This design comes from an exercise in tuning for small area, a short achievable clock period and few clock cycles per item on the open sky130 flow, not from production work. Only simulation tests tie the RTL to the original design; equivalence was not proved.

<file path="flow/design.v">
module anubis_round_engine #(
    parameter int ROUNDS = 12,
    parameter int IDXW   = 5
) (
    input  logic            clk,
    input  logic            reset,
    input  logic            in_valid,
    output logic            in_ready,
    input  logic [127:0]    in_dat,
    output logic [IDXW-1:0] rk_idx,
    input  logic [127:0]    rk_dat,
    output logic            out_valid,
    input  logic            out_ready,
    output logic [127:0]    out_dat
);
    function automatic logic [7:0] x2(input logic [7:0] x);
        x2 = {x[6:0], 1'b0} ^ (x[7] ? 8'h1d : 8'h00);
    endfunction
    function automatic logic [7:0] x4(input logic [7:0] x);
        x4 = x2(x2(x));
    endfunction
    function automatic logic [7:0] byte_of(input logic [127:0] v, input int unsigned n);
        byte_of = v[8*(15-n) +: 8];
    endfunction
    function automatic logic [31:0] theta_mix(input logic [31:0] g);
        logic [7:0] g0, g1, g2, g3, d01, d02, d13, d23;
        g0  = g[31:24];
        g1  = g[23:16];
        g2  = g[15:8];
        g3  = g[7:0];
        d01 = g0 ^ g1;
        d02 = g0 ^ g2;
        d13 = g1 ^ g3;
        d23 = g2 ^ g3;
        theta_mix = {x2(d13) ^ x4(d23),
                     x2(d02) ^ x4(d23),
                     x2(d13) ^ x4(d01),
                     x2(d02) ^ x4(d01)};
    endfunction
    logic [127:0] ra, rb;              
    logic         ph;                  
    logic         busy0, busy1;        
    logic [3:0]   rc0, rc1;            
    logic         ld;                  
    logic         mix_en;              
    logic         free;                
    logic         stall;
    logic [127:0] f_vec, g_vec, mix_vec, ra_nxt;
    assign stall   = out_valid & ~out_ready;
    assign in_ready = ld;
    assign out_dat = ra;
    for (genvar n = 0; n < 16; n++) begin : g_sbox
        localparam int unsigned SRC = 4 * (n % 4) + n / 4;
        logic [7:0] x, a, b, c, y;
        assign x = ra[8*(15-SRC) +: 8];
        anubis_pbox u_p1 (.x(x[7:4]), .y(a[7:4]));
        anubis_qbox u_q1 (.x(x[3:0]), .y(a[3:0]));
        anubis_qbox u_q2 (.x({a[7:6], a[3:2]}), .y(b[7:4]));
        anubis_pbox u_p2 (.x({a[5:4], a[1:0]}), .y(b[3:0]));
        assign f_vec[8*(15-n) +: 8] = {b[7:6], b[3:2], b[5:4], b[1:0]};
        assign c = rb[8*(15-n) +: 8];
        anubis_pbox u_p3 (.x(c[7:4]), .y(y[7:4]));
        anubis_qbox u_q3 (.x(c[3:0]), .y(y[3:0]));
        assign g_vec[8*(15-n) +: 8] = y;
    end
    always_comb begin
        for (int unsigned i = 0; i < 4; i++)
            mix_vec[32*(3-i) +: 32] = theta_mix(g_vec[32*(3-i) +: 32]);
        ra_nxt = (free ? in_dat : g_vec) ^ rk_dat ^ (mix_vec & {128{mix_en}});
    end
    always_ff @(posedge clk) begin
        if (!stall) begin
            ra <= ra_nxt;
            rb <= f_vec;
        end
    end
    logic       nph;
    logic       busy_cur, busy_oth, busy_cur_n;
    logic [3:0] rc_cur, rc_oth, rc_cur_n;
    logic       fin;
    assign rc_cur = ph ? rc1 : rc0;
    assign rc_oth = ph ? rc0 : rc1;
    assign busy_cur = ph ? busy1 : busy0;
    assign busy_oth = ph ? busy0 : busy1;
    always_comb begin
        nph      = ~ph;
        busy_cur_n = busy_cur;
        rc_cur_n = rc_cur;
        fin      = 1'b0;
        if (busy_cur) begin
            if (rc_cur == 4'(ROUNDS)) begin
                busy_cur_n = 1'b0;
                fin        = 1'b1;
            end
            rc_cur_n = rc_cur + 4'd1;
        end else if (ld && in_valid) begin
            busy_cur_n = 1'b1;
            rc_cur_n   = 4'd1;
        end
    end
    always_ff @(posedge clk) begin
        if (reset) begin
            ph        <= 1'b0;
            busy0     <= 1'b0;
            busy1     <= 1'b0;
            rc0       <= 4'd0;
            rc1       <= 4'd0;
            ld        <= 1'b1;
            mix_en    <= 1'b0;
            free      <= 1'b1;
            out_valid <= 1'b0;
            rk_idx    <= '0;
        end else if (!stall) begin
            ph        <= nph;
            if (ph) begin
                rc1   <= rc_cur_n;
                busy1 <= busy_cur_n;
            end else begin
                rc0   <= rc_cur_n;
                busy0 <= busy_cur_n;
            end
            out_valid <= fin;
            ld        <= ~busy_oth & ~fin & ~(ld & in_valid);
            mix_en    <= busy_oth & (rc_oth != 4'(ROUNDS));
            free      <= ~busy_oth;
            rk_idx    <= busy_oth ? IDXW'(rc_oth) : '0;
        end
    end
endmodule
module anubis_pbox (
    input  logic [3:0] x,
    output logic [3:0] y
);
    localparam logic [63:0] T = 64'h128769adcb450ef3;
    assign y = T[4*x +: 4];
endmodule
module anubis_qbox (
    input  logic [3:0] x,
    output logic [3:0] y
);
    localparam logic [63:0] T = 64'h81b7d40fc32a65e9;
    assign y = T[4*x +: 4];
endmodule
</file>
<file path="flow/flow/run.sh">
#!/bin/bash
# Layout flow:
#  2. the same ORFS synthesis script again, with each module synthesized on its
#     own (the S-box mini-boxes P and Q are small modules) and ABC run with the
#     script in flow/own.abc instead of ORFS's speed script, and no full-adder
#     extraction; its registers must come out identical (names and cell types)
#     to the standard synthesis, else the standard netlist is used;
#  3. the standard layout from floorplan on, with small input-port buffers
#     and buf_2 output-port buffers.
# Each tool's output goes to a log file of its own in this folder.
set -euo pipefail
WORK=$(pwd)
R=$WORK/orfs/results/$FLOW_PLATFORM/anubis_round_engine/base
bash standard.sh synth > synth_std.log 2>&1
cp "$R/1_2_yosys.v" "$WORK/std_synth.v"

# own synthesis
rm -rf "$WORK/own_scripts" "$WORK/own"
cp -r "$FLOW_HOME/scripts" "$WORK/own_scripts"
cp "$WORK/flow/own.abc" "$WORK/own_scripts/abc_speed.script"
make -C "$FLOW_HOME" DESIGN_CONFIG="$WORK/config.mk" WORK_HOME="$WORK/own" \
    CLKGATE_MAP_FILE= SYNTH_SCRIPT="$WORK/synth_recipe.tcl" SCRIPTS_DIR="$WORK/own_scripts" \
    SYNTH_HIERARCHICAL=1 SYNTH_MINIMUM_KEEP_SIZE=0 ADDER_MAP_FILE= synth > synth_own.log 2>&1 || true
OWN=$WORK/own/results/$FLOW_PLATFORM/anubis_round_engine/base/1_2_yosys.v

flops() {
    grep -E '^ *sky130_fd_sc_hd__[a-z0-9_]*(df|dl)[a-z0-9_]* ' "$1" | awk '{print $1, $2}' | sort
}
if [[ -s "$OWN" ]] && flops "$WORK/std_synth.v" > flops_std.txt && flops "$OWN" > flops_own.txt \
    && [[ -s flops_std.txt ]] && cmp -s flops_std.txt flops_own.txt; then
    echo "using own synthesis" > synth_choice.log
    cp "$OWN" "$R/1_2_yosys.v"
    rm -f "$R/1_synth.odb" "$R/1_synth.sdc"
else
    echo "registers differ or own synthesis failed: using the standard synthesis" > synth_choice.log
fi

export PRE_RESIZE_TCL=$WORK/flow/outbuf.tcl
export CTS_ARGS="-sink_clustering_enable -repair_clock_nets -sink_clustering_size 40 -sink_clustering_max_diameter 100 -buf_list {sky130_fd_sc_hd__clkbuf_16} -dont_use_dummy_load"
bash standard.sh BUFFER_PORTS_ARGS="-inputs -buffer_cell sky130_fd_sc_hd__buf_1" finish > layout.log 2>&1
</file>
<file path="flow/flow/outbuf.tcl">
# Buffer the output ports with a stronger buffer than the input ports get.
buffer_ports -outputs -buffer_cell sky130_fd_sc_hd__buf_2
</file>
<file path="flow/flow/own.abc">
strash; &get -n; &deepsyn -T 10; &put; strash; &get -n; &dch -f; &nf; &put; topo; stime
</file>
<file path="flow/standard.sh">
#!/bin/bash
# synth_recipe.tcl (not shown) runs the flow's synth.tcl, then flattens the netlist and writes it again
# the make line also repeats each setting of config.mk as NAME=value (left out here)
make -C /OpenROAD-flow-scripts/flow DESIGN_CONFIG=/design/flow/config.mk WORK_HOME=/design/flow/orfs CLKGATE_MAP_FILE= SYNTH_SCRIPT=/design/flow/synth_recipe.tcl "${@:-finish}"
</file>
<file path="flow/config.mk">
export PLATFORM = sky130hd
export DESIGN_NAME = anubis_round_engine
export DESIGN_NICKNAME = anubis_round_engine
export VERILOG_FILES = /design/flow/design.v
export SDC_FILE = /design/flow/constraint.sdc
export NUM_CORES = 4
export LEC_CHECK = 0
export CAP_MARGIN = 20
export CORE_MARGIN = 2
export CORE_UTILIZATION = 55
export CTS_BUF_LIST = sky130_fd_sc_hd__clkbuf_16 sky130_fd_sc_hd__clkbuf_8
export CTS_CLUSTER_DIAMETER = 80
export CTS_CLUSTER_SIZE = 30
export PLACE_DENSITY = 0.65
export SETUP_SLACK_MARGIN = 4.2
export SLEW_MARGIN = 20
</file>
<file path="flow/constraint.sdc">
create_clock -name core_clock -period 7.0 [get_ports {clk}]
set_input_delay 1.4000 -clock core_clock [delete_from_list [all_inputs] [get_ports {clk}]]
set_output_delay 1.4000 -clock core_clock [all_outputs]
set_load 0.01 [all_outputs]
</file>
==> out/qor.csv, run 1 <==
stage,metric,value,unit
floorplanning,Die Width,215,µm
clock_network,total CTS buffers,15,
finish,sequential cell area,8080,µm²
detailed_routing,WL/cell,19.3,µm
timing,f_max,362,MHz
clock_network,Clock Pin Slew Worst Setup and Hold Paths,110,ps
finish,footprint of the multi-input gates,16600,µm²
synthesis,Syn Inst Count,2682,
synthesis,syn nets,2942,
timing,"Min Clock Period, post-route",2770,ps
hold_path,hold depth,1,
hold_path,hold crit path type,flop to flop,
clock_network,CTS sink cnt,275,
clock_network,hold buffers post-CTS,0,
detailed_routing,Met3 Routed Length,4470,µm
detailed_routing,Met2 Routed Length,35000,µm
detailed_routing,post-route ant nets,0,
detailed_routing,final wirelength,71300,µm
worst_setup_path,"reg-to-reg slack, setup",4230,ps
timing,Final setup viols,0,
detailed_routing,DRC viols,0,
floorplanning,core area,44100,µm²
timing,slew margin rel.,33.7,%
synthesis,Avg Inst Size Synth,9.14,µm²
place,GPL Wtd Cong,0.904,
detailed_routing,drt first pass iters,5,
worst_setup_path,Reg2Reg Depth,8,
timing,Slew Limit Fails,0,
place,post-DP HPWL,55600,µm
worst_setup_path,"slowest stage delay, CP",500,ps
timing,Final Hold Viols,0,
worst_setup_path,Crit Path Class,flop to flop,
worst_setup_path,RR Startpoint,rb[114],
clock_network,Skew-Pair Late Insertion Delay,520,ps
detailed_routing,Post-Route M1 WL,30400,µm
synthesis,synthesized area,24500,µm²
global_routing,global-route wire length before repair,108000,µm
floorplanning,Die Y,215,µm
worst_setup_path,"most used cell, CP",o21ai_0,
worst_setup_path,WP data arrival,3030,ps
timing,clk_skew,34.2,ps
synthesis,YS warnings,1,
worst_setup_path,reg2reg end,ra[106],
worst_setup_path,WP buf/inv,0,
worst_setup_path,CP Capture Type,flop,
place,IO Port Bufs,259,
floorplanning,starting density of the core,55.5,%
clock_network,CTS tree,yes,
finish,Syn-to-layout area delta,14.3,%
timing,worst slew pin tran,995,ps
outcome,status,finished clean,
worst_setup_path,Crit Path Max Fanout,7,
finish,nets,3368,
detailed_routing,top sig layer,met4,
finish,Fillers,3869,
clock_network,H-tree Lvls,1,
floorplanning,IO Pins,395,
hold_path,Hold Path Sink,rk_idx[1],
worst_setup_path,Setup crit start kind,flop,
job,Max Cap Viol,0,
global_routing,largest net degree at the start of global routing,263,
worst_setup_path,cell at the slowest stage of the critical path,edfxtp_1,
floorplanning,Rows,77,
finish,fin util,63.5,%
detailed_routing,vias per cell,5.83,
global_routing,initial antenna violation count,0,
hold_path,min-delay src,rk_idx[1],
global_routing,GRT Total Usage,29.3,%
worst_setup_path,"Largest delay share family, worst path",compound AO/OA/AOI/OAI gates,
timing,final setup TNS,0,ps
detailed_routing,DR iter-0 viols,1561,
worst_setup_path,WP data required,7260,ps
finish,layout cells sized above 1,8.11,%
timing,RSZ-0062 raised after global routing,yes,
global_routing,grt total ovfl,0,
clock_network,Root Buffer,clkbuf_16,
timing,fin crit share,39.5,%
global_routing,vias in the first global route,20400,
clock_network,Clock Path Buffers,3,
floorplanning,die area,46300,µm²
detailed_routing,via count,21600,
worst_setup_path,crit path cell chain,o21ai_0 > o21ai_0 > o21ai_1 > xor2_1 > xnor2_1 > or2_0 > o21ai_0 > xnor2_1,
[cell usage in the layout (no fill, tap or decap), types with 2 or more instances in the layout]
cell type,instances
a31oi_1,48
o21ai_0,180
o221ai_2,7
nand2_1,217
o21ai_2,8
clkbuf_16,15
buf_4,15
buf_1,259
xnor2_1,474
nand2b_1,258
or2_0,62
o31ai_1,49
buf_2,134
xor2_2,7
xnor2_2,39
clkinv_1,99
dfxtp_1,17
dfxtp_4,2
mux2i_1,180
o21ai_1,9
a32o_1,42
o221ai_1,41
and3_1,7
nor3_1,96
a21oi_1,178
edfxtp_1,256
xnor2_4,5
nand3_1,67
o211ai_1,2
nor2_1,58
mux2i_2,4
a21oi_4,2
a21o_1,2
a32o_2,8
and3b_1,48
xor2_1,196
[worst max-delay path by stage]
stage / endpoint / startpoint / depth (start not counted) / slack (ps)
finish: ra[106] / rb[114] / 8 / 4230
global route: ra[18] / rb[10] / 8 / 4110
CTS: mix_en / out_ready / 7 / 4200
detailed placement: mix_en / out_ready / 7 / 3640
global placement: mix_en / out_ready / 7 / 3700
floorplan: mix_en / out_ready / 6 / 4090
[per-stage QoR]
stage               instance area, µm²  cells  worst slack [ps]  hold slack, ps
finish                           28000   3699              4230             471
CTS                              27700   3688              4200             479
global placement                 26300   3535              3700             466
global route                     28000   3698              4110             506
floorplan                        24600   2682              4090             446
detailed placement               27000   3669              3640             448
[per-layer routing]
metal	GRT usage, %	vias up
met3	2.43	74
met1	39.1	10400
li1	-	10400
met4	5.38	0
met5	0	-
met2	52.4	709
[worst register-to-register path: cells and delay by family (launching register included)]
| family | cells | cell delay [ps] |
|---|---|---|
| flip-flops | 1 | 500 |
| XOR/XNOR | 3 | 460 |
| AO/OA/AOI/OAI | 4 | 1310 |
| AND/OR/NAND/NOR | 1 | 240 |
[registers in the layout, summed over array words and instances, names as in the netlist, 4 cells and up]
name and count:
rk_idx 4, rc0 4, rb 128, ra 128
rc1 4
[layout make-up]
cell class              count  share of cell area [%]
multi-input cells        2306                    59.4
flip-flops and latches    275                    28.8
repair buffers            409                    6.31
well taps                 592                    2.65
inverters                 100                    1.43
clock buffers              15                    1.34
repair inverters            1                  0.0402
diodes                      1                 0.00894
[timing repair]
action,4_1_cts,5_1_grt
setup endpoints to repair,44,47
pin swaps,4,11
gates resized for setup,52,49
setup buffers,4,9
gates cloned,0,1
Testbench counts, summed over its fixed seeds: cycles 6,680, items 512.
==> run 2: changes to the inputs <==
--- a/flow/config.mk
+++ b/flow/config.mk
@@ -7,10 +7,10 @@
 export LEC_CHECK = 0
 export CAP_MARGIN = 20
 export CORE_MARGIN = 2
-export CORE_UTILIZATION = 55
+export CORE_UTILIZATION = 45
 export CTS_BUF_LIST = sky130_fd_sc_hd__clkbuf_16 sky130_fd_sc_hd__clkbuf_8
 export CTS_CLUSTER_DIAMETER = 80
 export CTS_CLUSTER_SIZE = 30
-export PLACE_DENSITY = 0.65
+export PLACE_DENSITY = 0.55
 export SETUP_SLACK_MARGIN = 4.2
 export SLEW_MARGIN = 20
==> run 2 against run 1 <==
Synthesized area did not move. Global-route usage fell by 4.3 points. Die area rose by 22%. Synthesized cell count did not move. Cell area rose by 0.92%. Still clean.
==> out/qor.csv, run 2 <==
stage,metric,value,unit
outcome,status,finished clean,
clock_network,CTS tree,yes,
floorplanning,Die Y,237,µm
finish,fin util,52.5,%
clock_network,hold buffers post-CTS,0,
worst_setup_path,Crit Path Max Fanout,7,
synthesis,Syn Inst Count,2682,
floorplanning,die area,56300,µm²
worst_setup_path,CP Capture Type,flop,
place,IO Port Bufs,259,
worst_setup_path,Setup crit start kind,flop,
timing,Slew Limit Fails,0,
timing,final worst slack,4280,ps
finish,n_diodes,0,
timing,fin crit share,38.9,%
detailed_routing,via count,21200,
finish,most frequent cells in the layout,"476 x xnor2_1, 259 x buf_1, 258 x nand2b_1",
place,GPL Wtd Cong,0.878,
hold_path,hold crit path type,flop to flop,
worst_setup_path,crit path cell chain,o21ai_0 > o21ai_0 > o21ai_2 > xor2_1 > xnor2_1 > or2_0 > o21ai_0 > xnor2_1,
global_routing,largest net degree at the start of global routing,132,
synthesis,syn nets,2942,
place,Area after DPL,27100,µm²
worst_setup_path,WP data required,7270,ps
clock_network,Clock Pin Slew Worst Setup and Hold Paths,100,ps
clock_network,Root Buffer,clkbuf_16,
synthesis,synthesized area,24500,µm²
floorplanning,core area,53800,µm²
worst_setup_path,cell at the slowest stage of the critical path,edfxtp_1,
timing,Final Hold Viols,0,
floorplanning,IO Pins,395,
timing,"Min Clock Period, post-route",2720,ps
finish,nets,3378,
timing,Fin Hold WS,465,ps
clock_network,H-tree Lvls,1,
worst_setup_path,"Largest delay share family, worst path",compound AO/OA/AOI/OAI gates,
global_routing,GRT Total Usage,25.1,%
global_routing,initial antenna violation count,0,
worst_setup_path,Crit Path Class,flop to flop,
finish,top flop regs,"ra (128), rb (128)",
floorplanning,Rows,85,
finish,fin area,28300,µm²
global_routing,global-route wire length before repair,110000,µm
synthesis,YS warnings,1,
detailed_routing,post-route ant nets,0,
place,post-DP HPWL,56900,µm
worst_setup_path,WP data arrival,2990,ps
worst_setup_path,"most used cell, CP",o21ai_0,
floorplanning,Die Width,237,µm
finish,"most common cell after layout, fill and taps aside",xnor2_1,
detailed_routing,DRC viols,0,
detailed_routing,final wirelength,73300,µm
finish,Fillers,4986,
job,Max Cap Viol,0,
worst_setup_path,"slowest stage delay, CP",510,ps
timing,slew margin rel.,32.0,%
floorplanning,starting density of the core,45.5,%
global_routing,vias in the first global route,19900,
timing,final setup TNS,0,ps
detailed_routing,vias per cell,5.56,
place,pre-CTS setup slack,3620,ps
finish,layout cells sized above 1,8.54,%
timing,clk_skew,37.7,ps
global_routing,grt total ovfl,0,
worst_setup_path,WP buf/inv,0,
clock_network,Clock Path Buffers,3,
clock_network,total CTS buffers,18,
timing,RSZ-0062 raised after global routing,yes,
detailed_routing,drt first pass iters,6,
timing,f_max,367,MHz
timing,worst slew pin tran,1020,ps
clock_network,CTS sink cnt,275,
finish,Syn-to-layout area delta,15.3,%
clock_network,Skew-Pair Late Insertion Delay,530,ps
timing,Final setup viols,0,
detailed_routing,WL/cell,19.2,µm
detailed_routing,DR iter-0 viols,1328,
synthesis,Avg Inst Size Synth,9.14,µm²
-- run 2: changes by cell type in the layout (fill, tap and decap cells not counted), sizes merged --
cell    before  now
inv          1    0
buf        409  416
clkbuf      15   18
diode        1    0
clkinv     100  101
-- run 2: worst reg2reg max path: cells and delay by family (launching register included) --
family                    cells  cell delay [ps]
DFF                           1              510
xor gates and xnor gates      3              480
and+or+nand+nor               1              240
AOI/OAI and AO/OA             4             1220
-- run 2: final timing paths --
kind / from / endpoint / slack, ps / cells past startpoint
worst max-delay path: rb[98] / ra[122] / 4280 / 8
worst min-delay path: rk_idx[1] / rk_idx[1] / 460 / 1
worst max register to register: rb[98] / ra[122] / 4280 / 8
worst min register to register: rk_idx[1] / rk_idx[1] / 460 / 1
-- run 2: area by class of cell --
class	instances	area, µm²	area share (%)
Multi-Input combinational cell	2306	16600	58.8
Sequential cell	275	8080	28.6
Timing Repair Buffer	416	1820	6.42
Tap cell	696	871	3.08
Clock buffer	18	450	1.59
Inverter	100	403	1.43
Timing Repair inverter	1	16.3	0.0576
-- run 2: stage by stage --
step,std cells
floorplan,2682
global placement,3640
detailed placement,3774
CTS,3798
global route,3812
finish,3812
-- run 2: what timing repair did --
| action | 4_1_cts | 5_1_grt |
|---|---|---|
| setup buffers | 5 | 14 |
| endpoints found under the setup margin | 45 | 42 |
| pin swaps | 1 | 12 |
| gates resized for setup | 50 | 57 |
| gates cloned | 1 | 0 |
-- run 2: metal layers --
layer | GRT usage [%] | share of wire, % | vias up
li1 | - | - | 10500
met1 | 33.2 | 44 | 10200
met2 | 44.8 | 50 | 507
met3 | 2.21 | 4.4 | 66
met4 | 4.63 | 1.7 | 0
met5 | 0 | 0 | -
==> run 3: changes to the inputs <==
--- a/flow/config.mk
+++ b/flow/config.mk
@@ -7,10 +7,11 @@
 export LEC_CHECK = 0
 export CAP_MARGIN = 20
 export CORE_MARGIN = 2
-export CORE_UTILIZATION = 45
+export CORE_UTILIZATION = 50
 export CTS_BUF_LIST = sky130_fd_sc_hd__clkbuf_16 sky130_fd_sc_hd__clkbuf_8
 export CTS_CLUSTER_DIAMETER = 80
 export CTS_CLUSTER_SIZE = 30
-export PLACE_DENSITY = 0.55
+export GPL_ROUTABILITY_DRIVEN = 0
+export PLACE_DENSITY = 0.6
 export SETUP_SLACK_MARGIN = 4.2
 export SLEW_MARGIN = 20
==> run 3 against run 2 <==
Non-clock buffer count is 4 lower. Synthesized cell count is the same. Synthesized area stayed put. Worst hold slack got worse by 9.1 ps.
==> out/qor.csv, run 3 <==
stage,metric,value,unit
global_routing,vias in the first global route,19900,
clock_network,H-tree Lvls,1,
clock_network,CTS sink cnt,275,
timing,worst slew pin tran,870,ps
place,pre-CTS setup slack,3550,ps
finish,fin util,57.8,%
worst_setup_path,Crit Path Class,flop to flop,
floorplanning,core area,48600,µm²
timing,fin crit share,39.4,%
finish,n_diodes,0,
timing,Slew Limit Fails,0,
clock_network,Clock Path Buffers,3,
synthesis,Syn Inst Count,2682,
synthesis,syn nets,2942,
finish,nets,3370,
global_routing,GRT Total Usage,26.9,%
finish,Syn-to-layout area delta,14.8,%
detailed_routing,vias per cell,5.76,
hold_path,hold crit path type,flop to flop,
timing,Final Hold Viols,0,
global_routing,grt total ovfl,0,
timing,final worst slack,4240,ps
detailed_routing,drt first pass iters,6,
synthesis,synthesized area,24500,µm²
floorplanning,IO Pins,395,
timing,RSZ-0062 raised after global routing,yes,
place,IO Port Bufs,259,
synthesis,Avg Inst Size Synth,9.14,µm²
job,Max Cap Viol,0,
worst_setup_path,CP Capture Type,flop,
synthesis,YS warnings,1,
worst_setup_path,crit path cell chain,o21ai_0 > o21ai_0 > o221ai_1 > xor2_1 > xnor2_1 > or2_0 > mux2i_1 > xnor2_1,
timing,clk_skew,41.9,ps
finish,most frequent cells in the layout,"471 x xnor2_1, 259 x buf_1, 258 x nand2b_1",
worst_setup_path,Crit Path Max Fanout,7,
timing,"Min Clock Period, post-route",2760,ps
clock_network,CTS tree,yes,
detailed_routing,DR iter-0 viols,1572,
global_routing,largest net degree at the start of global routing,190,
finish,layout cells sized above 1,8.40,%
detailed_routing,final wirelength,71300,µm
place,post-DP HPWL,55900,µm
worst_setup_path,Setup crit start kind,flop,
floorplanning,Rows,81,
outcome,status,finished clean,
clock_network,total CTS buffers,15,
floorplanning,starting density of the core,50.4,%
worst_setup_path,WP data required,7260,ps
timing,final setup TNS,0,ps
timing,f_max,363,MHz
worst_setup_path,WP data arrival,3010,ps
detailed_routing,DRC viols,0,
floorplanning,Die Y,225,µm
floorplanning,Die Width,225,µm
global_routing,global-route wire length before repair,107000,µm
clock_network,Root Buffer,clkbuf_16,
timing,slew margin rel.,41.7,%
worst_setup_path,"slowest stage delay, CP",550,ps
finish,"most common cell after layout, fill and taps aside",xnor2_1,
timing,Final setup viols,0,
clock_network,Skew-Pair Late Insertion Delay,530,ps
finish,top flop regs,"ra (128), rb (128)",
detailed_routing,via count,21500,
worst_setup_path,cell at the slowest stage of the critical path,o221ai_1,
detailed_routing,post-route ant nets,0,
global_routing,initial antenna violation count,0,
clock_network,Clock Pin Slew Worst Setup and Hold Paths,100,ps
floorplanning,die area,50800,µm²
detailed_routing,WL/cell,19.1,µm
==> run 3: cell types whose count changed in the layout (fill, tap and decap cells not counted), sizes merged <==
cell | previous run | this run
clkinvlp | 0 | 1
clkinv | 101 | 99
clkbuf | 18 | 15
buf | 416 | 412
==> run 3: layout make-up <==
cell class	instances	area, µm²
Multi-Input combinational cell	2306	16700
Inverter	100	405
Sequential cell	275	8080
Clock buffer	15	375
Tap cell	622	778
Timing Repair Buffer	412	1800
Fill cell	4287	20500
==> run 3: per-layer routing <==
metal	up-vias	part of all wire (%)	global-route usage (%)
met4	0	2.6	7.05
met1	10300	43	35.3
li1	10400	-	-
met5	-	0	0
met3	103	5.4	2.54
met2	650	49	47.6
==> run 3: path summary, 6_finish.rpt <==
kind              from        end  slack (ps)  depth (start not counted)
min reg2reg  rk_idx[0]  rk_idx[0]         460                          2
max reg2reg     rb[34]     ra[43]        4240                          8
min          rk_idx[0]  rk_idx[0]         460                          2
max             rb[34]     ra[43]        4240                          8
==> run 3: through the flow <==
step	std cells	hold slack [ps]	cell area, µm²
CTS	3719	460	27700
global placement	3567	466	26400
detailed placement	3701	436	27000
global route	3730	501	28100
finish	3730	456	28100
floorplan	2682	446	24600
==> run 3: worst max-delay path, delay by kind of cell, from the launching register on <==
kind | cells | cell delay (ps)
AOI/OAI and AO/OA | 3 | 1010
DFF | 1 | 500
muxes | 1 | 300
and+or+nand+nor | 1 | 240
xor gates and xnor gates | 3 | 440
==> run 3: what timing repair did <==
item	in CTS	in global routing
gates resized for setup	47	73
hold buffers	0	0
setup endpoints to repair	119	100
setup buffers	3	11
pin swaps	3	12
==> run 4: changes to the inputs <==
--- a/flow/config.mk
+++ b/flow/config.mk
@@ -11,7 +11,6 @@
 export CTS_BUF_LIST = sky130_fd_sc_hd__clkbuf_16 sky130_fd_sc_hd__clkbuf_8
 export CTS_CLUSTER_DIAMETER = 80
 export CTS_CLUSTER_SIZE = 30
-export GPL_ROUTABILITY_DRIVEN = 0
 export PLACE_DENSITY = 0.6
 export SETUP_SLACK_MARGIN = 4.2
 export SLEW_MARGIN = 20
==> run 4 against run 3 <==
Flip-flop and latch count stayed put. Synthesized cell count stayed put. Die area stayed put. Highest routed layer unchanged. Count of clock-buffer cells in the layout is 1 higher. Non-clock buffer count is 3 higher. Still clean. Via count is 1.0% lower.
==> out/qor.csv, run 4 <==
stage,metric,value,unit
outcome,status,finished clean,
synthesis,syn nets,2942,
floorplanning,IO Pins,395,
global_routing,GRT Total Usage,26.9,%
detailed_routing,post-route ant nets,0,
synthesis,synthesized area,24500,µm²
detailed_routing,final wirelength,71300,µm
detailed_routing,drt first pass iters,5,
worst_setup_path,WP depth,1,
worst_setup_path,RR Startpoint,rb[36],
synthesis,YS warnings,1,
clock_network,CTS tree,yes,
worst_setup_path,cell at the slowest stage of the critical path,edfxtp_1,
finish,nets,3375,
worst_setup_path,Crit Path Class,flop to output pin,
worst_setup_path,crit path cell chain,buf_2,
detailed_routing,vias per cell,5.70,
hold_path,min-delay src,rk_idx[0],
clock_network,Clock Pin Slew Worst Setup and Hold Paths,100,ps
timing,Final setup viols,0,
worst_setup_path,"reg-to-reg slack, setup",4290,ps
timing,fin crit share,39.0,%
floorplanning,starting density of the core,50.4,%
floorplanning,Die Y,225,µm
timing,Slew Limit Fails,0,
finish,top flop regs,"ra (128), rb (128)",
worst_setup_path,Setup crit start kind,flop,
clock_network,Root Buffer,clkbuf_16,
worst_setup_path,"Largest delay share family, worst path",flip-flops,
floorplanning,Rows,81,
global_routing,global-route wire length before repair,106000,µm
worst_setup_path,CP Capture Type,output pin,
timing,slew margin rel.,38.9,%
timing,clk_skew,64.4,ps
timing,Final Hold Viols,0,
clock_network,CTS sink cnt,275,
timing,f_max,366,MHz
timing,final setup TNS,0,ps
detailed_routing,via count,21300,
global_routing,grt total ovfl,0,
clock_network,Skew-Pair Late Insertion Delay,550,ps
worst_setup_path,WP data arrival,1330,ps
hold_path,Hold Path Sink,rk_idx[0],
clock_network,hold buffers post-CTS,0,
synthesis,Syn Inst Count,2682,
finish,fin util,58.0,%
floorplanning,Die Width,225,µm
worst_setup_path,WP buf/inv,1,
worst_setup_path,Reg2Reg Depth,8,
clock_network,total CTS buffers,16,
finish,n_diodes,0,
floorplanning,core area,48600,µm²
worst_setup_path,Crit Path Max Fanout,8,
hold_path,hold depth,2,
floorplanning,die area,50800,µm²
detailed_routing,DRC viols,0,
detailed_routing,WL/cell,19.1,µm
global_routing,largest net degree at the start of global routing,189,
worst_setup_path,WP data required,5600,ps
clock_network,H-tree Lvls,1,
finish,Syn-to-layout area delta,15.1,%
finish,layout cells sized above 1,8.48,%
finish,"most common cell after layout, fill and taps aside",xnor2_1,
global_routing,vias in the first global route,20100,
worst_setup_path,reg2reg end,ra[59],
job,Max Cap Viol,0,
hold_path,hold crit path type,flop to flop,
place,GPL Wtd Cong,0.886,
timing,"Min Clock Period, post-route",2730,ps
timing,worst slew pin tran,917,ps
worst_setup_path,"slowest stage delay, CP",590,ps
clock_network,Clock Path Buffers,3,
global_routing,initial antenna violation count,0,
timing,RSZ-0062 raised after global routing,yes,
finish,most frequent cells in the layout,"470 x xnor2_1, 259 x buf_1, 258 x nand2b_1",
synthesis,Avg Inst Size Synth,9.14,µm²
place,post-DP HPWL,55800,µm
detailed_routing,DR iter-0 viols,1499,
place,IO Port Bufs,259,
==> run 4: cell count changes in the layout (fill, tap and decap cells not counted), moves of 2 or more <==
cell     before  now
o21ai_1      14   10
xnor2_4       6    9
mux2i_2       3    1
o21ai_0     173  176
xnor2_2      41   39
buf_4        17   21
mux2i_1     181  183
==> run 4: layer usage <==
layer	vias to the layer above	track usage, %	part of all wire, %
met5	-	0	0
met4	0	9.49	3.3
met3	125	3.05	5.1
met2	591	46.9	48
met1	10100	34.5	43
li1	10500	-	-
==> run 4: timing repair <==
action                                  in CTS  in global routing
endpoints found under the setup margin     116                124
buffers inserted                             5                 12
cloned                                       0                  1
pin swaps                                    7                 10
resized for setup                           46                 70
endpoints found under the hold margin        0                  0
==> run 4: layout make-up <==
type                            count  area, µm²
Clock buffer                       16        400
Fill cell                        4294      20400
Inverter                          100        405
Multi-Input combinational cell   2306      16700
Sequential cell                   275       8080
Tap cell                          622        778
Timing Repair Buffer              415       1820
Timing Repair inverter              1       11.3
==> run 4: metrics by stage <==
stage	area, µm²	cells	hold WS (ps)	setup WS, ps
3_5_place_dp	27000	3701	460	3540
3_3_place_gp	26400	3567	461	3550
2_1_floorplan	24600	2682	446	4090
5_1_grt	28200	3735	515	4180
6_report	28200	3735	471	4270
4_1_cts	27700	3722	484	4090
==> run 4: worst max-delay path by stage <==
stage	from	endpoint
after detailed placement	out_ready	rb[72]
after global placement	out_ready	rb[72]
final	ra[50]	out_dat[50]
after global routing	rb[13]	ra[20]
after CTS	rb[54]	ra[43]
after floorplan	out_ready	mix_en
==> run 5: changes to the inputs <==
--- a/flow/flow/run.sh
+++ b/flow/flow/run.sh
@@ -36,5 +36,6 @@
 fi
 
 export PRE_RESIZE_TCL=$WORK/flow/outbuf.tcl
+export SKIP_CTS_REPAIR_TIMING=1
 export CTS_ARGS="-sink_clustering_enable -repair_clock_nets -sink_clustering_size 40 -sink_clustering_max_diameter 100 -buf_list {sky130_fd_sc_hd__clkbuf_16} -dont_use_dummy_load"
 bash standard.sh BUFFER_PORTS_ARGS="-inputs -buffer_cell sky130_fd_sc_hd__buf_1" finish > layout.log 2>&1
==> run 5 against run 4 <==
Via count is 0.48% higher. Worst hold slack improved by 1.2 ps. Cell area barely moved. Largest cell class unchanged.
==> out/qor.csv, run 5 <==
stage,metric,value,unit
clock_network,total CTS buffers,16,
outcome,status,finished clean,
global_routing,grt total ovfl,0,
global_routing,global-route wire length before repair,106000,µm
worst_setup_path,WP buf/inv,1,
floorplanning,Rows,81,
clock_network,Clock Pin Slew Worst Setup and Hold Paths,100,ps
hold_path,hold depth,2,
floorplanning,Die Y,225,µm
worst_setup_path,WP data required,5600,ps
detailed_routing,DRC viols,0,
timing,RSZ-0062 raised after global routing,yes,
global_routing,vias in the first global route,20000,
worst_setup_path,"Largest delay share family, worst path",flip-flops,
clock_network,Skew-Pair Late Insertion Delay,550,ps
worst_setup_path,crit path cell chain,buf_2,
clock_network,Root Buffer,clkbuf_16,
worst_setup_path,Reg2Reg Depth,7,
finish,top flop regs,"ra (128), rb (128)",
place,GPL Wtd Cong,0.886,
synthesis,Avg Inst Size Synth,9.14,µm²
detailed_routing,via count,21400,
finish,nets,3381,
timing,Final Hold Viols,0,
synthesis,YS warnings,1,
job,Max Cap Viol,0,
floorplanning,die area,50800,µm²
floorplanning,core area,48600,µm²
worst_setup_path,cell at the slowest stage of the critical path,edfxtp_1,
floorplanning,Die Width,225,µm
clock_network,Clock Path Buffers,3,
global_routing,initial antenna violation count,0,
place,placed cells,3701,
finish,layout cells sized above 1,8.46,%
synthesis,Syn Inst Count,2682,
timing,Final setup viols,0,
floorplanning,starting density of the core,50.4,%
synthesis,syn nets,2942,
worst_setup_path,"reg-to-reg slack, setup",4280,ps
timing,slew margin rel.,38.8,%
worst_setup_path,"slowest stage delay, CP",600,ps
finish,Post-Layout Cell Count,3741,
timing,fin crit share,39.2,%
detailed_routing,post-route ant nets,0,
worst_setup_path,Setup crit start kind,flop,
synthesis,synthesized area,24500,µm²
finish,most frequent cells in the layout,"471 x xnor2_1, 259 x buf_1, 258 x nand2b_1",
detailed_routing,WL/cell,19.1,µm
hold_path,Hold Path Sink,rk_idx[0],
clock_network,H-tree Lvls,1,
floorplanning,IO Pins,395,
worst_setup_path,RR Startpoint,rb[98],
hold_path,min-delay src,rk_idx[0],
finish,n_diodes,0,
timing,f_max,364,MHz
finish,Fillers,4302,
timing,"Min Clock Period, post-route",2740,ps
timing,clk_skew,61.6,ps
timing,worst slew pin tran,918,ps
worst_setup_path,CP Capture Type,output pin,
clock_network,CTS sink cnt,275,
worst_setup_path,Crit Path Max Fanout,6,
timing,Slew Limit Fails,0,
worst_setup_path,Crit Path Class,flop to output pin,
detailed_routing,vias per cell,5.72,
clock_network,CTS tree,yes,
detailed_routing,drt first pass iters,5,
worst_setup_path,WP data arrival,1340,ps
global_routing,GRT Total Usage,26.7,%
timing,final setup TNS,0,ps
detailed_routing,final wirelength,71400,µm
finish,"most common cell after layout, fill and taps aside",xnor2_1,
global_routing,largest net degree at the start of global routing,189,
place,IO Port Bufs,259,
hold_path,hold crit path type,flop to flop,
detailed_routing,DR iter-0 viols,1562,
finish,Syn-to-layout area delta,15.1,%
worst_setup_path,reg2reg end,ra[124],
place,post-DP HPWL,55800,µm
-- run 5: worst max-delay path by stage --
stage          slack (ps)     endpoint  startpoint  depth (start not counted)
6_report             4260  out_dat[75]      ra[75]                          1
5_1_grt              4110       ra[35]      rb[42]                          8
4_1_cts              3780       ra[59]      rb[36]                          8
3_5_place_dp         3540       rb[72]   out_ready                          4
3_3_place_gp         3550       rb[72]   out_ready                          4
2_1_floorplan        4090       mix_en   out_ready                          6
-- run 5: layer usage --
| layer | vias up | share of wire [%] | global-route usage (%) |
|---|---|---|---|
| li1 | 10500 | - | - |
| met1 | 10100 | 43 | 34.3 |
| met2 | 632 | 48 | 46.5 |
| met3 | 127 | 5.4 | 3.13 |
| met4 | 0 | 3.4 | 9.40 |
| met5 | - | 0 | 0 |
-- run 5: final cells by class --
class	instances	area [µm²]	share of cell area, %
Inverter	100	405	1.44
Clock buffer	16	400	1.42
Timing Repair Buffer	421	1860	6.60
Timing Repair inverter	1	11.3	0.0399
Sequential cell	275	8080	28.6
Tap cell	622	778	2.76
Multi-Input combinational cell	2306	16700	59.1
-- run 5: stage by stage --
step           instance area (µm²)  hold WS (ps)  setup slack [ps]  util [%]
2_1_floorplan                24600           446              4090         -
3_3_place_gp                 26400           461              3550      54.2
3_5_place_dp                 27000           460              3540      55.6
4_1_cts                      27400           484              3780      56.4
5_1_grt                      28200           515              4110      58.0
6_report                     28200           472              4260      58.0
==> run 6: changes to the inputs <==
--- a/flow/flow/run.sh
+++ b/flow/flow/run.sh
@@ -36,6 +36,5 @@
 fi
 
 export PRE_RESIZE_TCL=$WORK/flow/outbuf.tcl
-export SKIP_CTS_REPAIR_TIMING=1
 export CTS_ARGS="-sink_clustering_enable -repair_clock_nets -sink_clustering_size 40 -sink_clustering_max_diameter 100 -buf_list {sky130_fd_sc_hd__clkbuf_16} -dont_use_dummy_load"
 bash standard.sh BUFFER_PORTS_ARGS="-inputs -buffer_cell sky130_fd_sc_hd__buf_1" finish > layout.log 2>&1
==> flow/flow/outbuf.tcl (replaced) <==
# Buffer the output ports with a stronger buffer than the input ports get.
buffer_ports -outputs -buffer_cell sky130_fd_sc_hd__buf_4
==> run 6 against run 5 <==
Die area unchanged. Setup slack worse by 70 ps. Worst hold slack about the same. First-iteration DRC count down 6.8%. Critical endpoint is now ra[18]. Clock skew down 31 ps. Critical path depth up 7.
==> out/qor.csv, run 6 <==
stage,metric,value,unit
outcome,status,finished clean,
clock_network,Root Buffer,clkbuf_16,
clock_network,total CTS buffers,16,
detailed_routing,WL/cell,19.1,µm
timing,f_max,355,MHz
global_routing,vias in the first global route,20000,
worst_setup_path,WP buf/inv,0,
clock_network,H-tree Lvls,1,
floorplanning,IO Pins,395,
global_routing,largest net degree at the start of global routing,189,
finish,Syn-to-layout area delta,16.1,%
worst_setup_path,RR Startpoint,rb[10],
clock_network,CTS sink cnt,275,
timing,fin crit share,40.2,%
detailed_routing,via count,21300,
worst_setup_path,WP data arrival,3090,ps
hold_path,hold crit path type,flop to flop,
worst_setup_path,"most used cell, CP",o21ai_0,
floorplanning,Die Y,225,µm
detailed_routing,final wirelength,71200,µm
floorplanning,Rows,81,
clock_network,hold buffers post-CTS,0,
detailed_routing,DRC viols,0,
finish,layout cells sized above 1,8.19,%
global_routing,initial antenna violation count,0,
floorplanning,die area,50800,µm²
timing,clk_skew,30.4,ps
worst_setup_path,Setup crit start kind,flop,
clock_network,CTS tree,yes,
detailed_routing,DR iter-0 viols,1456,
timing,final worst slack,4190,ps
hold_path,min-delay src,rk_idx[0],
floorplanning,starting density of the core,50.4,%
timing,Fin Hold WS,471,ps
worst_setup_path,"slowest stage delay, CP",500,ps
worst_setup_path,Crit Path Max Fanout,7,
finish,top flop regs,"ra (128), rb (128)",
floorplanning,Die Width,225,µm
clock_network,Clock Pin Slew Worst Setup and Hold Paths,90,ps
timing,Final Hold Viols,0,
finish,n_diodes,0,
clock_network,Clock Path Buffers,3,
timing,"Min Clock Period, post-route",2810,ps
synthesis,YS warnings,1,
synthesis,Syn Inst Count,2682,
job,Max Cap Viol,0,
finish,nets,3376,
global_routing,grt total ovfl,0,
timing,final setup TNS,0,ps
detailed_routing,drt first pass iters,5,
worst_setup_path,Crit Path Class,flop to flop,
timing,slew margin rel.,36.6,%
synthesis,synthesized area,24500,µm²
detailed_routing,vias per cell,5.70,
place,IO Port Bufs,259,
finish,"most common cell after layout, fill and taps aside",xnor2_1,
timing,RSZ-0062 raised after global routing,yes,
synthesis,syn nets,2942,
worst_setup_path,WP data required,7280,ps
worst_setup_path,"Largest delay share family, worst path",compound AO/OA/AOI/OAI gates,
global_routing,GRT Total Usage,26.8,%
synthesis,Avg Inst Size Synth,9.14,µm²
place,pre-CTS setup slack,3510,ps
timing,worst slew pin tran,950,ps
worst_setup_path,Worst setup startpoint,rb[10],
worst_setup_path,crit path cell chain,o21ai_0 > o21ai_0 > o21ai_1 > xor2_1 > xnor2_1 > or2_0 > o21ai_0 > xnor2_1,
global_routing,global-route wire length before repair,107000,µm
place,GPL Wtd Cong,0.886,
clock_network,Skew-Pair Late Insertion Delay,540,ps
worst_setup_path,cell at the slowest stage of the critical path,edfxtp_1,
detailed_routing,post-route ant nets,0,
worst_setup_path,CP Capture Type,flop,
timing,Final setup viols,0,
place,post-DP HPWL,55600,µm
timing,Slew Limit Fails,0,
finish,most frequent cells in the layout,"473 x xnor2_1, 259 x buf_1, 258 x nand2b_1",
floorplanning,core area,48600,µm²
## run 6: final timing paths
kind	endpoint	slack, ps	cells after the start
worst max-delay path	ra[18]	4190	8
worst min-delay path	rk_idx[0]	470	2
worst max register to register	ra[18]	4190	8
worst min register to register	rk_idx[0]	470	2
## run 6: repair_timing
action,CTS,global route
cloned,0,1
gates resized for setup,45,55
pin swaps,8,8
endpoints found under the setup margin,112,120
buffers inserted,5,13
## run 6: tightest hold or removal path: stages (launching register included)
cell and delay (ps):
dfxtp_1 340, nand2_1 50, o21ai_0 60
## run 6: through the flow
step                      cells  utilization (%)  area, µm²
after floorplan            2682                -      24600
after global placement     3567             54.2      26400
after detailed placement   3701             56.2      27400
after CTS                  3722             57.7      28100
after global routing       3736             58.5      28400
final                      3736             58.5      28400
## run 6: metal layers
metal  track usage (%)  wire length [µm]  vias to the layer above
li1                  -                 -                    10500
met1              34.7             31300                    10200
met2              47.8             35000                      542
met3              2.92              3300                       94
met4              6.64              1640                        0
met5                 0                 0                        -
## run 6: cell type report
cell class | instances | area, µm²
Multi-Input combinational cell | 2306 | 16600
Sequential cell | 275 | 8080
Inverter | 100 | 405
Fill cell | 4257 | 20200
Timing Repair inverter | 1 | 11.3
Tap cell | 622 | 778
Clock buffer | 16 | 400
Timing Repair Buffer | 416 | 2160
==> run 7: changes to the inputs <==
--- a/flow/flow/run.sh
+++ b/flow/flow/run.sh
@@ -36,5 +36,5 @@
 fi
 
 export PRE_RESIZE_TCL=$WORK/flow/outbuf.tcl
-export CTS_ARGS="-sink_clustering_enable -repair_clock_nets -sink_clustering_size 40 -sink_clustering_max_diameter 100 -buf_list {sky130_fd_sc_hd__clkbuf_16} -dont_use_dummy_load"
+export CTS_ARGS="-sink_clustering_enable -repair_clock_nets -sink_clustering_size 40 -sink_clustering_max_diameter 70 -buf_list {sky130_fd_sc_hd__clkbuf_16} -dont_use_dummy_load"
 bash standard.sh BUFFER_PORTS_ARGS="-inputs -buffer_cell sky130_fd_sc_hd__buf_1" finish > layout.log 2>&1
==> flow/flow/outbuf.tcl (replaced) <==
# Buffer the output ports with a stronger buffer than the input ports get.
buffer_ports -outputs -buffer_cell sky130_fd_sc_hd__buf_2
==> run 7 against run 6 <==
Still clean. Utilization decreased by 0.19 points. Non-clock buffer count decreased by 5. First-iteration DRC count increased by 6.8%.
==> out/qor.csv, run 7 <==
stage,metric,value,unit
detailed_routing,DRC viols,0,
worst_setup_path,"slowest stage delay, CP",580,ps
detailed_routing,drt first pass iters,5,
place,post-DP HPWL,55800,µm
clock_network,Clock Path Buffers,3,
finish,fin area,28300,µm²
floorplanning,Die Y,225,µm
global_routing,vias in the first global route,20200,
finish,most frequent cells in the layout,"476 x xnor2_1, 259 x buf_1, 258 x nand2b_1",
clock_network,total CTS buffers,29,
synthesis,syn nets,2942,
worst_setup_path,CP Capture Type,output pin,
timing,Fin Hold WS,465,ps
global_routing,GRT Total Usage,27.0,%
floorplanning,die area,50800,µm²
timing,Final Hold Viols,0,
finish,top flop regs,"ra (128), rb (128)",
worst_setup_path,cell at the slowest stage of the critical path,edfxtp_1,
floorplanning,core area,48600,µm²
synthesis,Syn Inst Count,2682,
detailed_routing,via count,21400,
timing,RSZ-0062 raised after global routing,yes,
global_routing,largest net degree at the start of global routing,189,
detailed_routing,WL/cell,19.1,µm
floorplanning,IO Pins,395,
job,Max Cap Viol,0,
finish,Syn-to-layout area delta,15.7,%
clock_network,hold buffers post-CTS,0,
timing,clk_skew,54.5,ps
synthesis,YS warnings,1,
clock_network,Root Buffer,clkbuf_16,
finish,fin util,58.3,%
synthesis,synthesized area,24500,µm²
place,GPL Wtd Cong,0.886,
worst_setup_path,crit path cell chain,buf_2,
clock_network,Skew-Pair Late Insertion Delay,590,ps
outcome,status,finished clean,
clock_network,CTS tree,yes,
timing,final setup TNS,0,ps
timing,"Min Clock Period, post-route",2750,ps
worst_setup_path,Crit Path Class,flop to output pin,
global_routing,global-route wire length before repair,107000,µm
finish,n_diodes,0,
timing,f_max,364,MHz
floorplanning,Die Width,225,µm
timing,fin crit share,39.3,%
floorplanning,starting density of the core,50.4,%
place,Area after DPL,27000,µm²
timing,Final setup viols,0,
detailed_routing,final wirelength,71600,µm
worst_setup_path,Setup crit start kind,flop,
finish,layout cells sized above 1,8.26,%
clock_network,Clock Pin Slew Worst Setup and Hold Paths,70,ps
finish,"most common cell after layout, fill and taps aside",xnor2_1,
worst_setup_path,WP data required,5600,ps
clock_network,CTS sink cnt,275,
detailed_routing,DR iter-0 viols,1555,
synthesis,Avg Inst Size Synth,9.14,µm²
timing,worst slew pin tran,916,ps
place,IO Port Bufs,259,
finish,nets,3384,
hold_path,hold crit path type,flop to flop,
timing,Slew Limit Fails,0,
worst_setup_path,WP buf/inv,1,
timing,slew margin rel.,39.0,%
worst_setup_path,"Largest delay share family, worst path",flip-flops,
worst_setup_path,Crit Path Max Fanout,8,
floorplanning,Rows,81,
detailed_routing,vias per cell,5.72,
global_routing,grt total ovfl,0,
global_routing,initial antenna violation count,0,
worst_setup_path,WP data arrival,1350,ps
clock_network,H-tree Lvls,1,
detailed_routing,post-route ant nets,0,
[run 7: final timing paths]
check | start | to | slack (ps) | depth (start not counted)
setup / recovery | ra[50] | out_dat[50] | 4250 | 1
hold / removal | rk_idx[0] | rk_idx[0] | 460 | 2
hold reg to reg | rk_idx[0] | rk_idx[0] | 460 | 2
setup reg to reg | rb[53] | ra[43] | 4260 | 8
[run 7: final cells by class]
class | count | area (µm²)
timing repair buffer | 411 | 1780
clock buffer | 29 | 726
inverter | 100 | 405
fill | 4293 | 20300
sequential | 275 | 8080
timing repair inverter | 1 | 11.3
tap | 622 | 778
multi-input combinational | 2306 | 16600
[run 7: routing by layer]
layer,vias to the layer above,global-route usage (%),share of wire [%]
li1,10500,-,-
met1,10200,34.4,43
met2,600,46.6,48
met3,163,3.52,5.0
met4,0,10.5,4.1
met5,-,0,0
[run 7: timing repair]
action / 4_1_cts / 5_1_grt
resized for setup: 45 / 46
endpoints found under the setup margin: 117 / 122
gates cloned: 0 / 1
setup buffers: 6 / 7
pin swaps: 7 / 8
[run 7: per-stage QoR]
step / setup slack, ps / std cells
6_report: 4250 / 3744
5_1_grt: 4100 / 3744
2_1_floorplan: 4090 / 2682
4_1_cts: 4150 / 3736
3_3_place_gp: 3550 / 3567
3_5_place_dp: 3540 / 3701
==> run 8: changes to the inputs <==
--- a/flow/flow/run.sh
+++ b/flow/flow/run.sh
@@ -36,5 +36,5 @@
 fi
 
 export PRE_RESIZE_TCL=$WORK/flow/outbuf.tcl
-export CTS_ARGS="-sink_clustering_enable -repair_clock_nets -sink_clustering_size 40 -sink_clustering_max_diameter 70 -buf_list {sky130_fd_sc_hd__clkbuf_16} -dont_use_dummy_load"
+export CTS_ARGS="-sink_clustering_enable -repair_clock_nets -sink_clustering_size 35 -sink_clustering_max_diameter 90 -buf_list {sky130_fd_sc_hd__clkbuf_16} -dont_use_dummy_load"
 bash standard.sh BUFFER_PORTS_ARGS="-inputs -buffer_cell sky130_fd_sc_hd__buf_1" finish > layout.log 2>&1
==> run 8 against run 7 <==
Via count is 0.20% lower. Utilization shrank 0.42 points. Flip-flop and latch count stayed put. Die area unchanged. Cell count down 0.21%. Register-to-register slack worse by 60 ps. Non-clock buffer count did not move. Cell area fell by 0.72%. Count of clock-buffer cells in the layout decreased by 8. Global-route usage down 0.061 points. Worst hold slack improved by 12 ps. Critical endpoint is now ra[18].
==> out/qor.csv, run 8 <==
stage,metric,value,unit
clock_network,H-tree Lvls,1,
global_routing,largest net degree at the start of global routing,189,
synthesis,syn nets,2942,
finish,fin util,57.9,%
global_routing,grt met1 use,34.6,%
worst_setup_path,WP data required,7280,ps
worst_setup_path,CP Capture Type,flop,
worst_setup_path,crit path cell chain,o21ai_0 > o21ai_0 > o21ai_1 > xor2_1 > xnor2_1 > or2_0 > o21ai_0 > xnor2_1,
hold_path,hold crit path type,flop to flop,
detailed_routing,via count,21400,
place,GPL Wtd Cong,0.886,
timing,RSZ-0062 raised after global routing,yes,
place,pre-CTS setup slack,3540,ps
floorplanning,die area,50800,µm²
timing,final setup TNS,0,ps
timing,clk_skew,57.8,ps
floorplanning,Rows,81,
timing,final worst slack,4200,ps
global_routing,initial antenna violation count,0,
timing,worst slew pin tran,938,ps
timing,"Min Clock Period, post-route",2800,ps
worst_setup_path,"reg-to-reg slack, setup",4200,ps
detailed_routing,DR iter-0 viols,1494,
worst_setup_path,WP data arrival,3080,ps
worst_setup_path,cell at the slowest stage of the critical path,edfxtp_1,
timing,Final setup viols,0,
clock_network,Root Buffer,clkbuf_16,
worst_setup_path,Setup crit start kind,flop,
finish,n_diodes,0,
finish,Syn-to-layout area delta,14.9,%
finish,layout cells sized above 1,8.09,%
global_routing,vias in the first global route,20100,
global_routing,GR Util met2,46.8,%
job,Max Cap Viol,0,
detailed_routing,final wirelength,71500,µm
floorplanning,Die Width,225,µm
clock_network,Clock Path Buffers,3,
timing,Slew Limit Fails,0,
detailed_routing,post-route ant nets,0,
worst_setup_path,"slowest stage delay, CP",490,ps
timing,slew margin rel.,37.5,%
global_routing,GRT Total Usage,27.0,%
finish,most frequent cells in the layout,"474 x xnor2_1, 259 x buf_1, 258 x nand2b_1",
clock_network,CTS tree,yes,
outcome,status,finished clean,
clock_network,Clock Pin Slew Worst Setup and Hold Paths,120,ps
global_routing,global-route wire length before repair,107000,µm
floorplanning,starting density of the core,50.4,%
detailed_routing,vias per cell,5.72,
finish,nets,3376,
clock_network,Skew-Pair Late Insertion Delay,560,ps
detailed_routing,drt first pass iters,5,
worst_setup_path,"most used cell, CP",o21ai_0,
clock_network,CTS sink cnt,275,
finish,"most common cell after layout, fill and taps aside",xnor2_1,
finish,top flop regs,"ra (128), rb (128)",
timing,f_max,357,MHz
place,post-DP HPWL,55800,µm
global_routing,busiest grt layer,met2,
place,IO Port Bufs,259,
synthesis,YS warnings,1,
detailed_routing,WL/cell,19.1,µm
timing,Final Hold Viols,0,
synthesis,Syn Inst Count,2682,
worst_setup_path,Crit Path Class,flop to flop,
detailed_routing,DRC viols,0,
global_routing,grt total ovfl,0,
timing,fin crit share,40.0,%
floorplanning,IO Pins,395,
clock_network,hold buffers post-CTS,0,
worst_setup_path,Crit Path Max Fanout,7,
synthesis,synthesized area,24500,µm²
floorplanning,Die Y,225,µm
global_routing,met3 Track Usage GR,3.27,%
synthesis,Avg Inst Size Synth,9.14,µm²
floorplanning,core area,48600,µm²
clock_network,total CTS buffers,21,
run 8: timing repair:
item / CTS / global route
resized for setup: 45 / 50
buffers inserted: 4 / 9
endpoints found under the hold margin: 0 / 0
pin swaps: 6 / 8
setup endpoints to repair: 117 / 122
gates cloned: 0 / 1
run 8: through the flow:
step | std cells | area, µm² | hold slack [ps]
after global routing | 3736 | 28100 | 512
after floorplan | 2682 | 24600 | 446
final | 3736 | 28100 | 477
after global placement | 3567 | 26400 | 461
after CTS | 3726 | 27800 | 489
after detailed placement | 3701 | 27000 | 460
run 8: worst paths after layout:
| kind | end | depth (start not counted) | start |
|---|---|---|---|
| min | rk_idx[0] | 2 | rk_idx[0] |
| max reg2reg | ra[18] | 8 | rb[10] |
| min reg2reg | rk_idx[0] | 2 | rk_idx[0] |
| max | ra[18] | 8 | rb[10] |
run 8: cell type report:
| cell class | instances | area, µm² |
|---|---|---|
| timing repair buffer | 411 | 1790 |
| multi-input combinational | 2306 | 16600 |
| timing repair inverter | 1 | 11.3 |
| sequential | 275 | 8080 |
| inverter | 100 | 403 |
| tap | 622 | 778 |
| fill | 4295 | 20500 |
| clock buffer | 21 | 526 |
run 8: routing by layer:
metal | share of wire (%) | wire (µm) | vias to the layer above
met5 | 0 | 0 | -
met4 | 4.0 | 2830 | 0
met3 | 5.2 | 3740 | 143
met2 | 48 | 34100 | 597
met1 | 43 | 30800 | 10200
li1 | - | - | 10500
run 8: worst max-delay path, delay by kind of cell (launching register included):
kind	cells	cell delay, ps
AO/OA/AOI/OAI	4	1350
flip-flops	1	490
XOR/XNOR	3	480
AND/OR/NAND/NOR	1	240

-- separate check: timing with driven ports --
Ports are ideal in the flow. The routed layouts listed here were re-timed in OpenROAD.
Step 1 (the two cells are an assumption about what drives the block):
set clk [get_ports {clk}]
set_driving_cell -lib_cell sky130_fd_sc_hd__clkbuf_16 $clk
set_driving_cell -lib_cell sky130_fd_sc_hd__buf_2 [delete_from_list [all_inputs] $clk]
Step 2 moves the port delays by t, midway between the first and last clock arrival at a register: inputs arrive t later, outputs are due t later. That takes back most of the time a late clock gives input paths.
a / b / c = ideal / step 1 / step 2; a / b = the first two.
run	t, ns	slack for setup (ns)	worst setup path after step 2	worst register clock-pin slew, ns	worst slew at a driven data input, ns
run 1	0.566	4.234 / 4.219 / 3.862	input to register	0.11 / 0.11	0.05
run 2	0.574	4.278 / 4.218 / 3.790	input to register	0.10 / 0.10	0.05
run 3	0.572	4.243 / 4.209 / 3.763	input to register	0.12 / 0.12	0.06
run 4	0.577	4.269 / 4.206 / 3.760	input to register	0.12 / 0.12	0.05
run 5	0.577	4.255 / 4.194 / 3.757	input to register	0.12 / 0.12	0.05
run 6	0.587	4.185 / 4.185 / 3.718	input to register	0.11 / 0.11	0.05
run 7	0.627	4.252 / 4.192 / 3.697	input to register	0.07 / 0.07	0.05
run 8	0.591	4.199 / 4.199 / 4.000	input to register	0.12 / 0.12	0.05
After both steps setup and hold are still met in every run listed. The setup slack of run 7, which loses most, moves by -0.060 ns with the drivers and by -0.555 ns with both steps.
